Context: an optimization exercise on an open-source flow, tuned for small area. The choices shown serve that exercise and are no tape-out recipe.
RTL that was checked went through simulation tests only; none was proved equivalent to the original.

Design mem_arbiter_n, start of the top module:
module mem_arbiter_n #(
  parameter int NUM_CH  = 4,
  parameter int ADDR_W  = 32,
  parameter int LINE_W  = 256,
  parameter int BURST_W = 64
) (
  input  logic                       clk,
  input  logic                       reset_n,
  input  logic [NUM_CH-1:0]          ch_read_i,
  input  logic [NUM_CH-1:0]          ch_write_i,
  input  logic [NUM_CH*ADDR_W-1:0]   ch_addr_i,
  input  logic [NUM_CH*LINE_W-1:0]   ch_wline_i,
  output logic [LINE_W-1:0]          ch_rline_o,
  output logic [NUM_CH-1:0]          ch_resp_o,
  output logic                       stall_o,
  input  logic                       resp_i,
  input  logic [BURST_W-1:0]         burst_i,
  output logic [BURST_W-1:0]         burst_o,
  output logic [ADDR_W-1:0]          address_o,
  output logic                       read_o,
  output logic                       write_o
);
Size in the first run: about 1300 cells after synthesis, roughly 260 flip-flops, about 14000 sq um of cells after synthesis.
==> flow/config.mk <==
export PLATFORM = sky130hd
export DESIGN_NAME = mem_arbiter_n
export DESIGN_NICKNAME = mem_arbiter_n
export VERILOG_FILES = /design/flow/design.v
export SDC_FILE = /design/flow/constraint.sdc
export NUM_CORES = 4
export LEC_CHECK = 0
export CAP_MARGIN = 20
export CORE_AREA = 10 10 570 570
export DIE_AREA = 0 0 580 580
export SLEW_MARGIN = 20
==> flow/constraint.sdc <==
create_clock -name core_clock -period 5.0 [get_ports {clk}]
set_input_delay 1.0000 -clock core_clock [delete_from_list [all_inputs] [get_ports {clk}]]
set_output_delay 1.0000 -clock core_clock [all_outputs]
set_load 0.01 [all_outputs]
run.sh (not shown) runs the stock make flow with config.mk's settings and CLKGATE_MAP_FILE= SYNTH_SCRIPT=/design/flow/synth_recipe.tcl, a recipe that flattens the netlist after the stock synthesis.
The first run produced a layout that fails on setup timing.
Edit:
==> flow/flow/run.sh (new file) <==
#!/bin/bash
# Standard ORFS layout, except that the port buffers are the smallest buffer cell
# (buffer_ports -buffer_cell sky130_fd_sc_hd__buf_1) instead of the default choice.
set -euo pipefail
bash standard.sh "BUFFER_PORTS_ARGS=-buffer_cell sky130_fd_sc_hd__buf_1" finish > standard_flow.log 2>&1
==> flow/standard.sh (new file) <==
#!/bin/bash
# synth_recipe.tcl (not shown) runs the flow's synth.tcl, then flattens the netlist and writes it again
# the make line also repeats each setting of config.mk as NAME=value (left out here)
make -C /OpenROAD-flow-scripts/flow DESIGN_CONFIG=/design/flow/config.mk WORK_HOME=/design/flow/orfs CLKGATE_MAP_FILE= SYNTH_SCRIPT=/design/flow/synth_recipe.tcl "${@:-finish}"
removed: flow/run.sh
This time the run went through all stages and came out clean; utilization drops by 3.2 points; setup slack is better by 0.24 ns; die area stays the same.

========
The RTL this note starts from:
==> flow/design.v <==
module mem_arbiter_n #(
  parameter int NUM_CH  = 4,
  parameter int ADDR_W  = 32,
  parameter int LINE_W  = 256,
  parameter int BURST_W = 64
) (
  input  logic                       clk,
  input  logic                       reset_n,
  input  logic [NUM_CH-1:0]          ch_read_i,
  input  logic [NUM_CH-1:0]          ch_write_i,
  input  logic [NUM_CH*ADDR_W-1:0]   ch_addr_i,
  input  logic [NUM_CH*LINE_W-1:0]   ch_wline_i,
  output logic [LINE_W-1:0]          ch_rline_o,
  output logic [NUM_CH-1:0]          ch_resp_o,
  output logic                       stall_o,
  input  logic                       resp_i,
  input  logic [BURST_W-1:0]         burst_i,
  output logic [BURST_W-1:0]         burst_o,
  output logic [ADDR_W-1:0]          address_o,
  output logic                       read_o,
  output logic                       write_o
);
  localparam int BEATS = LINE_W / BURST_W;
  localparam int OFF_W = $clog2(LINE_W / 8);
  logic [NUM_CH-1:0] req;
  logic [NUM_CH-1:0] grant_q;     
  logic [NUM_CH-1:0] ptr;         
  logic [NUM_CH-1:0] grant_sel;   
  logic [BEATS-1:0]  beat_q;      
  logic              done_q;      
  logic              busy, idle;
  assign req  = ch_read_i | ch_write_i;
  assign busy = read_o | write_o;
  assign idle = ~busy & ~done_q;
  assign ptr  = {grant_q[NUM_CH-2:0], grant_q[NUM_CH-1]};
  always_comb begin
    logic found;
    grant_sel = '0;
    found     = 1'b0;
    for (int p = 0; p < NUM_CH; p++) begin
      if (ptr[p]) begin
        found = 1'b0;
        for (int j = 0; j < NUM_CH; j++) begin
          if (!found && req[(p + j) % NUM_CH]) begin
            grant_sel[(p + j) % NUM_CH] = 1'b1;
            found = 1'b1;
          end
        end
      end
    end
  end
  always_ff @(posedge clk or negedge reset_n) begin
    if (!reset_n) begin
      grant_q <= NUM_CH'(1) << (NUM_CH - 1);
      beat_q  <= BEATS'(1);
      done_q  <= 1'b0;
      read_o  <= 1'b0;
      write_o <= 1'b0;
    end else begin
      done_q <= busy & resp_i & beat_q[BEATS-1];
      if (idle) begin
        if (|req) begin
          grant_q <= grant_sel;
          write_o <= |(ch_write_i & grant_sel);
          read_o  <= ~|(ch_write_i & grant_sel);
        end
      end else if (busy & resp_i) begin
        beat_q <= {beat_q[BEATS-2:0], beat_q[BEATS-1]};
        if (beat_q[BEATS-1]) begin
          read_o  <= 1'b0;
          write_o <= 1'b0;
        end
      end
    end
  end
  assign ch_resp_o = done_q ? grant_q : '0;
  assign stall_o   = (|req) & ~done_q;
  mem_arbiter_n_amux u_amux (
    .sel(grant_q),
    .d  (ch_addr_i),
    .o  (address_o[ADDR_W-1:OFF_W])
  );
  assign address_o[OFF_W-1:0] = '0;
  mem_arbiter_n_bmux u_bmux (
    .g  (grant_q),
    .b  (beat_q),
    .d  (ch_wline_i),
    .o  (burst_o)
  );
  always_ff @(posedge clk) begin
    for (int k = 0; k < BEATS - 1; k++)
      if (beat_q[k]) ch_rline_o[k*BURST_W +: BURST_W] <= burst_i;
    ch_rline_o[(BEATS-1)*BURST_W +: BURST_W] <= burst_i;
  end
endmodule
module mem_arbiter_n_amux (
  input  logic [3:0]   sel,
  input  logic [127:0] d,
  output logic [26:0]  o
);
  always_comb begin
    o = '0;
    for (int c = 0; c < 4; c++) o = o | ({27{sel[c]}} & d[c*32 + 5 +: 27]);
  end
endmodule
module mem_arbiter_n_bmux (
  input  logic [3:0]    g,
  input  logic [3:0]    b,
  input  logic [1023:0] d,
  output logic [63:0]   o
);
  logic [15:0] sel;
  always_comb begin
    for (int c = 0; c < 4; c++)
      for (int k = 0; k < 4; k++) sel[c*4 + k] = g[c] & b[k];
    o = '0;
    for (int i = 0; i < 16; i++) o = o | ({64{sel[i]}} & d[i*64 +: 64]);
  end
endmodule
clock: 5.0 ns
lec_check: 0
cap_margin: 10
core_area: 14 14 296 296
die_area: 0 0 310 310
slew_margin: 10
standard.sh (not shown) runs the stock make flow with config.mk's settings and CLKGATE_MAP_FILE= SYNTH_SCRIPT=/design/flow/synth_recipe.tcl, a recipe that flattens the netlist after the stock synthesis.
==> flow/flow/run.sh <==
#!/bin/bash
# Standard ORFS layout with these changes to how it is made:
#  - the two one-hot multiplexer modules are mapped by hand to a222oi-based gate netlists
#    (the write beat selects by and2_4 gates, each driving 64 loads)
#    (flow/handmap.py) before the standard synthesis script runs; every register is
#    synthesized as in the standard synthesis;
#  - the port buffers are the smallest buffer cell (buffer_ports -buffer_cell sky130_fd_sc_hd__buf_1);
#  - pins may sit on every routing track (place_pins -min_distance 1 track), so the die can be small;
#  - clock tree from clkbuf_2/clkbuf_4, without dummy loads.
set -euo pipefail
python3 flow/handmap.py design.v design_hand.v > handmap.log 2>&1
bash standard.sh \
  "VERILOG_FILES=$PWD/design_hand.v" \
  "BUFFER_PORTS_ARGS=-buffer_cell sky130_fd_sc_hd__buf_1" \
  "PLACE_PINS_ARGS=-min_distance 1 -min_distance_in_tracks" \
  "CTS_ARGS=-sink_clustering_enable -repair_clock_nets -dont_use_dummy_load -buf_list {sky130_fd_sc_hd__clkbuf_2 sky130_fd_sc_hd__clkbuf_4}" \
  finish > standard_flow.log 2>&1
Other scripts of this flow, unchanged in this note and not shown: flow/flow/handmap.py
The starting point aborted during 5_1_grt.
Next try:
--- a/flow/flow/run.sh
+++ b/flow/flow/run.sh
@@ -9 +9 @@
-#  - clock tree from clkbuf_2/clkbuf_4, without dummy loads.
+#  - clock tree from clkbuf_4, without dummy loads.
@@ -16 +16 @@
-  "CTS_ARGS=-sink_clustering_enable -repair_clock_nets -dont_use_dummy_load -buf_list {sky130_fd_sc_hd__clkbuf_2 sky130_fd_sc_hd__clkbuf_4}" \
+  "CTS_ARGS=-sink_clustering_enable -repair_clock_nets -dont_use_dummy_load -buf_list {sky130_fd_sc_hd__clkbuf_4}" \
The changed run stopped in 5_1_grt with GRT-0116.
Synthesized cell count is unchanged.
Area after synthesis stays the same.
Function was not checked in any run of this note: the RTL went through the layout flow alone.

========
== run 1 ==
mem_arbiter_n, a different RTL version from the one above (not shown whole).
For scale: roughly 1300 cells after synthesis, roughly 270 flip-flops, about 0.014 sq mm of cells after synthesis.
==> flow/config.mk <==
export PLATFORM = sky130hd
export DESIGN_NAME = mem_arbiter_n
export DESIGN_NICKNAME = mem_arbiter_n
export VERILOG_FILES = /design/flow/design.v
export SDC_FILE = /design/flow/constraint.sdc
export NUM_CORES = 4
export LEC_CHECK = 0
export CAP_MARGIN = 20
export CORE_AREA = 5 5 295 295
export DIE_AREA = 0 0 300 300
export SLEW_MARGIN = 20
==> flow/constraint.sdc <==
create_clock -name core_clock -period 5.0 [get_ports {clk}]
set_input_delay 1.0000 -clock core_clock [delete_from_list [all_inputs] [get_ports {clk}]]
set_output_delay 1.0000 -clock core_clock [all_outputs]
set_load 0.01 [all_outputs]
==> flow/flow/run.sh <==
#!/bin/bash
# Standard ORFS layout with these changes to how it is made:
#  - the port buffers are the smallest buffer cell (buffer_ports -buffer_cell sky130_fd_sc_hd__buf_1);
#  - pins may sit on every routing track (place_pins -min_distance 1 track), so the die can be small;
#  - clock tree from clkbuf_4/clkbuf_8, without dummy loads.
set -euo pipefail
bash standard.sh \
  "BUFFER_PORTS_ARGS=-buffer_cell sky130_fd_sc_hd__buf_1" \
  "PLACE_PINS_ARGS=-min_distance 1 -min_distance_in_tracks" \
  "CTS_ARGS=-sink_clustering_enable -repair_clock_nets -dont_use_dummy_load -buf_list {sky130_fd_sc_hd__clkbuf_4 sky130_fd_sc_hd__clkbuf_8}" \
  finish > standard_flow.log 2>&1
Run 1 went all the way through synthesis, placement and routing and the layout is clean on timing, DRC and antenna.
Inputs modified between run 1 and run 2:
==> flow/flow/run.sh <==
#!/bin/bash
# Standard ORFS layout with two changes to how it is made:
#  - the port buffers are the smallest buffer cell (buffer_ports -buffer_cell sky130_fd_sc_hd__buf_1);
#  - pins may sit on every routing track (place_pins -min_distance 1 track), so the die can be small.
set -euo pipefail
bash standard.sh \
  "BUFFER_PORTS_ARGS=-buffer_cell sky130_fd_sc_hd__buf_1" \
  "PLACE_PINS_ARGS=-min_distance 1 -min_distance_in_tracks" \
  finish > standard_flow.log 2>&1
diff --git a/flow/config.mk b/flow/config.mk
--- a/flow/config.mk
+++ b/flow/config.mk
@@ -8,4 +8,4 @@
 export CAP_MARGIN = 20
-export CORE_AREA = 5 5 295 295
-export DIE_AREA = 0 0 300 300
+export CORE_AREA = 5 5 225 225
+export DIE_AREA = 0 0 230 230
 export SLEW_MARGIN = 20
[summary]
- Run 1: full flow OK, the timing, design-rule and antenna checks passed
- No final results exist for run 2, since it was stopped by error GRT-0116 during global routing (5_1_grt).
- Comparing run 2 against run 1, there is no change at all in number of cells upsized or downsized after cts.
- Of run 2 and run 1, the higher die height belongs to run 1.
- Sort run 2 and run 1 by initial cell density of the core asc -> top: run 1
- The die width in run 2 sits 70 um below the value recorded for run 1.
- Re count of placed standard cells including taps: run 1 was higher than run 2.
- [run 2 vs run 1] placer's final routability congestion estimate: higher in run 2
- Diff run 1 -> run 2: HPWL reported at the end of detailed placement rose by 9800 um, instance area after placement lower.
- Synthesized-area fraction occupied by and/or/nand/nor cells: run 1 vs run 2 identical
- Going from run 1 to run 2, worst-case setup slack after placement now larger, CTS H-tree depth fell by 1.
The following lists how run 3 was set up differently from run 2:
diff --git a/flow/config.mk b/flow/config.mk
--- a/flow/config.mk
+++ b/flow/config.mk
@@ -8,4 +8,4 @@
 export CAP_MARGIN = 20
-export CORE_AREA = 5 5 225 225
-export DIE_AREA = 0 0 230 230
+export CORE_AREA = 5 5 295 295
+export DIE_AREA = 0 0 300 300
 export SLEW_MARGIN = 20
Results
- The number of hold buffers added after CTS on run 3 is in line with that on run 2.
- Comparing run 2 with run 3, the count of boundary I/O pins came out essentially unchanged.
- Re post-synthesis cell count: no difference whatsoever between run 2 and run 3.
- Run 3 vs. run 2: placed cell count rose about 14%; initial cell density of the core decreased by 13 points relative to the old numbers.
- The final layout from run 3, which completed every stage, passed the timing, design-rule and antenna checks at the end of the flow.
- Sort run 3 and run 2 by worst slack at placement, ascending, and run 3 comes first.

-- port drivers added, routing unchanged --
In the flow no input, the clock included, has a driving cell. The finished layouts below were timed again as built, in two steps.
Step 1, drivers: a clkbuf_16 drives clk and a buf_2 each remaining input, both assumed.
Step 2 also shifts input and output timing later by t, the mid clock arrival at the registers, as if the neighbouring blocks saw the same clock.
Slacks: ideal / step 1 / step 2; pairs: ideal / step 1.
run | t (ns) | slack for setup (ns) | worst register clock-pin slew, ns | worst slew at a driven data input, ns
the first run of note 1 | 0.655 | -0.069 / -0.131 / 0.138 | 0.08 / 0.08 | 0.51
the second run of note 1 | 0.621 | 0.175 / 0.113 / 0.734 | 0.07 / 0.07 | 0.55
run 1 | 0.551 | 0.682 / 0.639 / 1.083 | 0.07 / 0.07 | 0.26
run 3 | 0.570 | 0.732 / 0.684 / 1.079 | 0.07 / 0.07 | 0.26
